This is an optimization exercise on Yosys and OpenROAD, whose aim is small area, a short achievable clock period and few clock cycles per item, not a production implementation.
RTL that was checked went through simulation tests only; none was proved equivalent to the original.
Power figures rest on the tool's default switching activity, not on a simulated workload.

Setup of run 1:
==> flow/design.v (excerpt) <==
module dmem_wait (
    input  logic        clk,
    input  logic        reset,
    input  logic        req,
    input  logic        we,
    input  logic [1:0]  size,
    input  logic        signed_ld,
    input  logic [31:0] addr,
    input  logic [31:0] wdata,
    output logic [31:0] rdata,
    output logic        ready,
    output logic        err,
    output logic [31:0] io_out
);
Size in the first run: roughly 2200 flip-flops, roughly 140 I/O pins, roughly 0.082 mm2 of cells after synthesis.
export LEC_CHECK = 0
export CAP_MARGIN = 20
export CORE_MARGIN = 2
export CORE_UTILIZATION = 58
export CTS_CLUSTER_DIAMETER = 100
export CTS_CLUSTER_SIZE = 22
export SETUP_SLACK_MARGIN = 2.4
export SLEW_MARGIN = 20
export SYNTH_HIERARCHICAL = 1
export SYNTH_MINIMUM_KEEP_SIZE = 0
export TNS_END_PERCENT = 100
create_clock -name core_clock -period 5.0 [get_ports {clk}]
standard.sh (not shown) runs the stock make flow with config.mk's settings and CLKGATE_MAP_FILE= SYNTH_SCRIPT=/design/flow/synth_recipe.tcl, a recipe that flattens the netlist after the stock synthesis.
==> flow/flow/run.sh <==
#!/bin/bash
# Own flow: the standard layout (standard.sh, with the standard flow's synthesis and the
# settings of config.mk), except that the input and output ports are buffered
# with buf_4 cells instead of the cell buffer_ports picks by default.
set -euo pipefail
export BUFFER_PORTS_ARGS="-buffer_cell sky130_fd_sc_hd__buf_4"
bash standard.sh finish > make_finish.log 2>&1
Testbench counts of run 1, summed over its fixed seeds: cycles 24,000, items 12,000.
## Diff of input files: run 2 against run 1
- a change of CORE_UTILIZATION from 58 to 72
==> summary.txt <==
Global-route total usage across every layer, run 1 and run 2, higher one = run 2. Power share of the sequential group: run 2 higher than run 1. Wire length of the first global-routing pass for run 2: about 3% down relative to run 1. Relative to run 1, area of all placed cells without fillers has gone down in run 2. In run 2 the clock buffer count from CTS turned out 1 lower than in run 1. Looking at capturing element of the worst setup path, the r_rdata[13] result is from run 1; the r_rdata[25] one comes from run 2. When run 2 is set beside run 1, its layout overhead on the synthesized area turns out to be 1.5 points smaller. Comparing run 1 and run 2, the lower setup slack is on run 2. [run 2 vs run 1] clock skew: lower in run 2. Cmp run 2 vs run 1: actual transition at the worst max-transition pin higher in run 2.
Relative to run 2, the following input files were edited for run 3:
- CORE_UTILIZATION: 72 -> 65
- GPL_ROUTABILITY_DRIVEN: unset -> 0
## What came out
- The flow did not stop early for run 3: all stages ran, and the layout cleared the timing, design-rule and antenna checks.
- In the reports for run 2 and run 3, the larger non-clock buffer total of the final layout belongs to run 2.
- Area of all placed cells without fillers: run 3 > run 2
- Reported for run 2 and run 3, sum of negative setup slack turned out identical to the last digit.
- Die area, run 2 and run 3, higher one = run 3.
- Run 3 vs run 2 on met3 layer usage reported by global route: run 3 is the lower one.
- Comparing run 3 against run 2, there is no change at all in number of nets produced by synthesis.
- On net count of the finished layout, run 3 tracks run 2 almost exactly.
- Of run 2 and run 3, run 3 shows the higher number of tapcells, with run 2 below it.
- Run 3 leaves more setup margin than run 2.
#### Input delta (run 4 over run 3)
- GPL_ROUTABILITY_DRIVEN no longer set, was 0
- CTS_CLUSTER_SIZE now 18, was 22
==> summary.txt <==
Shortest clock period the worst path allows after layout ends up lower on run 4. In run 4, the worst-case setup margin in the final layout came out 0.025 ns above the value in run 3. Run 3 → run 4: cell depth of the worst min-delay path was more or less identical; utilization after layout went up by 0.22 points; power share of the combinational group went down by 0.4 points; overall track demand over capacity in global routing went down by 0.21 points. Design area ends up lower on run 3.
--- input diff run 4..run 5 ---
- changing CTS_CLUSTER_SIZE from 18 to 22
Findings:
| cell count | run 4 vs run 5 | ≈ equal |
Combinational share of power for run 5: 0.5 points up relative to run 4
[compare] base=run 4 new=run 5: global routing met1 resource utilization saw an increase; portion of the clock cycle consumed by the worst path in the final layout saw a decrease; global-route met2 utilization saw an increase.
According to the power report, total power for run 5 is lower than for run 4.
Compared with run 4, run 5 shows a higher post-route worst setup slack.
[run 5 vs run 4] routed wire length: higher in run 5

dmem_wait again, from the RTL that the note above started with.
export LEC_CHECK = 0
export CAP_MARGIN = 20
export CORE_MARGIN = 2
export CORE_UTILIZATION = 65
export CTS_CLUSTER_DIAMETER = 100
export CTS_CLUSTER_SIZE = 22
export SETUP_SLACK_MARGIN = 2.5
export SLEW_MARGIN = 20
export SYNTH_HIERARCHICAL = 1
export SYNTH_MINIMUM_KEEP_SIZE = 0
export TNS_END_PERCENT = 100
create_clock -name core_clock -period 5.0 [get_ports {clk}]
Scripts as last shown in full above: flow/flow/run.sh
The baseline passed the timing, design-rule and antenna checks.
Testbench counts at the start, summed over its fixed seeds: cycles 24,000, items 12,000.
Then changed:
- SETUP_SLACK_MARGIN: 2.5 -> 2.6
Outcome:
- The new run completed with no timing, DRC or antenna violations
- total power is higher by 0.56%
- utilization is higher by 1.5 points
- wire length is higher by 4.0%
- synthesized area is unchanged
- cell area is higher by 2.0%
- clock-buffer cell count is higher by 3
- final cell count is higher by 1.1%
- synthesized cell count is unchanged
Then changed:
- SETUP_SLACK_MARGIN: 2.6 -> 2.2
The changed run went through all stages and came out clean.
Final area went down by a few percent.
Setup slack gets worse by 0.14 ns.
Routed wire length went down by a little under a tenth.
Via count went down by a few percent.
Hold slack gets worse by 0.014 ns.
Sequential cell count stays the same.
Non-clock buffer count went down by 128.
Sequential share of layout area went up by 2.6 points.
Fmax went down by a few percent.

Another version of the RTL of dmem_wait (not shown whole).
Size: about 4400 cells after synthesis, roughly 2100 flip-flops, roughly 0.078 mm2 of cells after synthesis.
Settings: LEC_CHECK=0, CAP_MARGIN=20, CORE_MARGIN=2, CORE_UTILIZATION=50, CTS_CLUSTER_DIAMETER=100, CTS_CLUSTER_SIZE=22, SETUP_SLACK_MARGIN=2.2, SLEW_MARGIN=20, SYNTH_HIERARCHICAL=1, SYNTH_MINIMUM_KEEP_SIZE=0, TNS_END_PERCENT=10; clock period 5.0 ns.
run.sh (not shown) runs the stock make flow with config.mk's settings and CLKGATE_MAP_FILE= SYNTH_SCRIPT=/design/flow/synth_recipe.tcl, a recipe that flattens the netlist after the stock synthesis.
Stock flow here: none of the scripts above is used.
The first run went through all stages and came out clean.
Edit:
--- a/flow/config.mk
+++ b/flow/config.mk
@@ -13 +13 @@
-export SETUP_SLACK_MARGIN = 2.2
+export SETUP_SLACK_MARGIN = 2.7
Outcome: Synthesized area stays the same; clock power is about the same; first-iteration DRC count fell by a few percent.
No functional check of the RTL was part of any run of this note.

== run A ==
dmem_wait, a different RTL version from the one above (not shown whole).
Size: roughly 4700 cells after synthesis, ~140 I/O pins, roughly 82000 sq um of cells after synthesis.
export LEC_CHECK = 0
export CAP_MARGIN = 20
export CORE_MARGIN = 2
export CORE_UTILIZATION = 65
export CTS_CLUSTER_DIAMETER = 100
export CTS_CLUSTER_SIZE = 22
export SETUP_SLACK_MARGIN = 2.7
export SLEW_MARGIN = 20
export SYNTH_HIERARCHICAL = 1
export SYNTH_MINIMUM_KEEP_SIZE = 0
export TNS_END_PERCENT = 10
create_clock -name core_clock -period 5.0 [get_ports {clk}]
standard.sh (not shown) runs the stock make flow with config.mk's settings and CLKGATE_MAP_FILE= SYNTH_SCRIPT=/design/flow/synth_recipe.tcl, a recipe that flattens the netlist after the stock synthesis.
Scripts as last shown in full above: flow/flow/run.sh
Testbench counts of run A, summed over its fixed seeds: cycles 24,000, items 12,000.
--- input diff run A..run B ---
Settings: changing TNS_END_PERCENT from 10 to 100; changing SETUP_SLACK_MARGIN from 2.7 to 2.4.
### Flow results
Run B vs. run A: routed metal-1 wire length decreased 530 um; via count decreased by about 1.9% relative to the old numbers; total power decreased 0.50%.
Compared with run A, in run B post-place instance area ~0 delta, first-pass GRT wire length -about 2.5%, number of antenna violations at the first check in global routing -3, count of clock-buffer cells in the layout -5.
r_st_hl_n[24] as the capture point of the worst path was reported by run A, and r_rdata[29] by run B.
Edits applied to the flow inputs when going from run B to run C:
Settings: swapping 2.4 for 2.7 in SETUP_SLACK_MARGIN; swapping 100 for 30 in TNS_END_PERCENT.
==> comparison <==
From run B to run C, hold-critical path depth did not move at all. Post-route standard cell area excluding fillers, run C vs run B: up slightly. Relative to run B, global-route usage has increased by 1.7 points in run C. Global-route wire length before repair in run C vs run B: up 12000 um. There was hardly any difference in clock network fraction of design power between run C and run B. Compared with run B, in run C post-route met1 wirelength saw an increase; power density normalized to cell area saw a decrease; number of fill cells in the layout saw a decrease. Number of ordinary and repair buffers in the finished layout grows by more than 10% when moving from run B to run C. In the reports for run B and run C, the larger proportion of layout cells with a drive suffix above 1 belongs to run C. Standard cell with the maximum stage delay on the critical path: sky130_fd_sc_hd__nand4_1 -> run C, sky130_fd_sc_hd__a22oi_2 -> run B.

Another version of the RTL of dmem_wait (not shown whole).
Size: roughly 4600 cells after synthesis, roughly 2200 flip-flops, ~81000 µm² of cells after synthesis.
## dmem_wait
module dmem_wait (
    input  logic        clk,
    input  logic        reset,
    input  logic        req,
    input  logic        we,
    input  logic [1:0]  size,
    input  logic        signed_ld,
    input  logic [31:0] addr,
    input  logic [31:0] wdata,
    output logic [31:0] rdata,
    output logic        ready,
    output logic        err,
    output logic [31:0] io_out
);
==> flow/config.mk <==
export PLATFORM = sky130hd
export DESIGN_NAME = dmem_wait
export DESIGN_NICKNAME = dmem_wait
export VERILOG_FILES = /design/flow/design.v
export SDC_FILE = /design/flow/constraint.sdc
export NUM_CORES = 4
export LEC_CHECK = 0
export CAP_MARGIN = 20
export CORE_MARGIN = 2
export CORE_UTILIZATION = 65
export CTS_CLUSTER_DIAMETER = 100
export CTS_CLUSTER_SIZE = 22
export SETUP_SLACK_MARGIN = 3.0
export SLEW_MARGIN = 20
export SYNTH_HIERARCHICAL = 1
export SYNTH_MINIMUM_KEEP_SIZE = 0
export TNS_END_PERCENT = 25
==> flow/constraint.sdc <==
create_clock -name core_clock -period 5.0 [get_ports {clk}]
set_input_delay 1.0000 -clock core_clock [delete_from_list [all_inputs] [get_ports {clk}]]
set_output_delay 1.0000 -clock core_clock [all_outputs]
set_load 0.01 [all_outputs]
Scripts as last shown in full above: flow/flow/run.sh
==> next run, changes <==
--- a/flow/config.mk
+++ b/flow/config.mk
@@ -8,10 +8,10 @@
 export CAP_MARGIN = 20
 export CORE_MARGIN = 2
-export CORE_UTILIZATION = 65
+export CORE_UTILIZATION = 50
 export CTS_CLUSTER_DIAMETER = 100
 export CTS_CLUSTER_SIZE = 22
-export SETUP_SLACK_MARGIN = 3.0
+export SETUP_SLACK_MARGIN = 2.7
 export SLEW_MARGIN = 20
 export SYNTH_HIERARCHICAL = 1
 export SYNTH_MINIMUM_KEEP_SIZE = 0
-export TNS_END_PERCENT = 25
+export TNS_END_PERCENT = 10
=> Die area came out higher by 30%. Combinational power drops by about 2%. Clock power increases by about 2%. Wire length went up by 0.88%. Power came out higher by 0.43%. Fmax falls by about 3.5%. Global-route usage went down by 8.2 points. Final area falls by about 1.7%.
==> next run, changes <==
--- a/flow/config.mk
+++ b/flow/config.mk
@@ -8,5 +8,5 @@
 export CAP_MARGIN = 20
 export CORE_MARGIN = 2
-export CORE_UTILIZATION = 50
+export CORE_UTILIZATION = 65
 export CTS_CLUSTER_DIAMETER = 100
 export CTS_CLUSTER_SIZE = 22
Outcome: First-iteration DRC count climbs by 17%; sequential share of layout area drops by 0.13 points; power barely changes; routed wire length drops by 1.8%; sequential cell count does not change.
Function was not checked in any run of this note: the RTL went through the layout flow alone.

==> re-timing with driven ports <==
Ports are ideal in the flow. The routed layouts listed here were re-timed in OpenROAD. Step 1, drivers: a clkbuf_16 drives clk and a buf_2 each remaining input, both assumed. Step 2, shift: input delay + t, output delay - t, t = (earliest + latest rising clock arrival at the registers) / 2. This alone moves slack from input paths to output paths. a / b / c = ideal / step 1 / step 2; a / b = the first two.
| run | t, ns | slack for setup (ns) | clock arrival spread, ns | pins driven straight from the clock port |
|---|---|---|---|---|
| run 1 | 0.847 | 2.332 / 2.028 / 1.180 | 0.035 / 0.035 | 1 |
| run 2 | 0.819 | 2.206 / 1.842 / 1.023 | 0.030 / 0.031 | 1 |
| run 3 | 0.841 | 2.317 / 2.079 / 1.239 | 0.040 / 0.039 | 1 |
| run 4 | 0.885 | 2.342 / 2.167 / 1.282 | 0.038 / 0.038 | 1 |
| run 5 | 0.837 | 2.385 / 2.169 / 1.332 | 0.028 / 0.028 | 1 |
| the first run of note 2 | 0.831 | 2.368 / 2.164 / 1.334 | 0.035 / 0.035 | 1 |
| the second run of note 2 | 0.835 | 2.312 / 2.137 / 1.302 | 0.028 / 0.028 | 1 |
| the third run of note 2 | 0.822 | 2.167 / 2.075 / 1.253 | 0.041 / 0.040 | 1 |
| the first run of note 3 | 0.842 | 1.892 / 1.807 / 0.965 | 0.075 / 0.075 | 1 |
| the second run of note 3 | 0.852 | 2.044 / 2.015 / 1.163 | 0.049 / 0.048 | 1 |
| run A | 0.848 | 2.343 / 2.060 / 1.212 | 0.043 / 0.044 | 1 |
| run B | 0.837 | 2.318 / 2.049 / 1.212 | 0.032 / 0.031 | 1 |
| run C | 0.837 | 2.382 / 2.084 / 1.246 | 0.027 / 0.027 | 1 |
| the first run of note 5 | 0.839 | 2.327 / 2.066 / 1.227 | 0.032 / 0.031 | 1 |
| the second run of note 5 | 0.838 | 2.229 / 2.034 / 1.196 | 0.051 / 0.051 | 1 |
| the third run of note 5 | 0.838 | 2.285 / 2.047 / 1.209 | 0.046 / 0.046 | 1 |
After both steps every run listed still meets setup and hold. The setup slack of run 2, which loses most, moves by -0.364 ns with the drivers and by -1.183 ns with both steps.
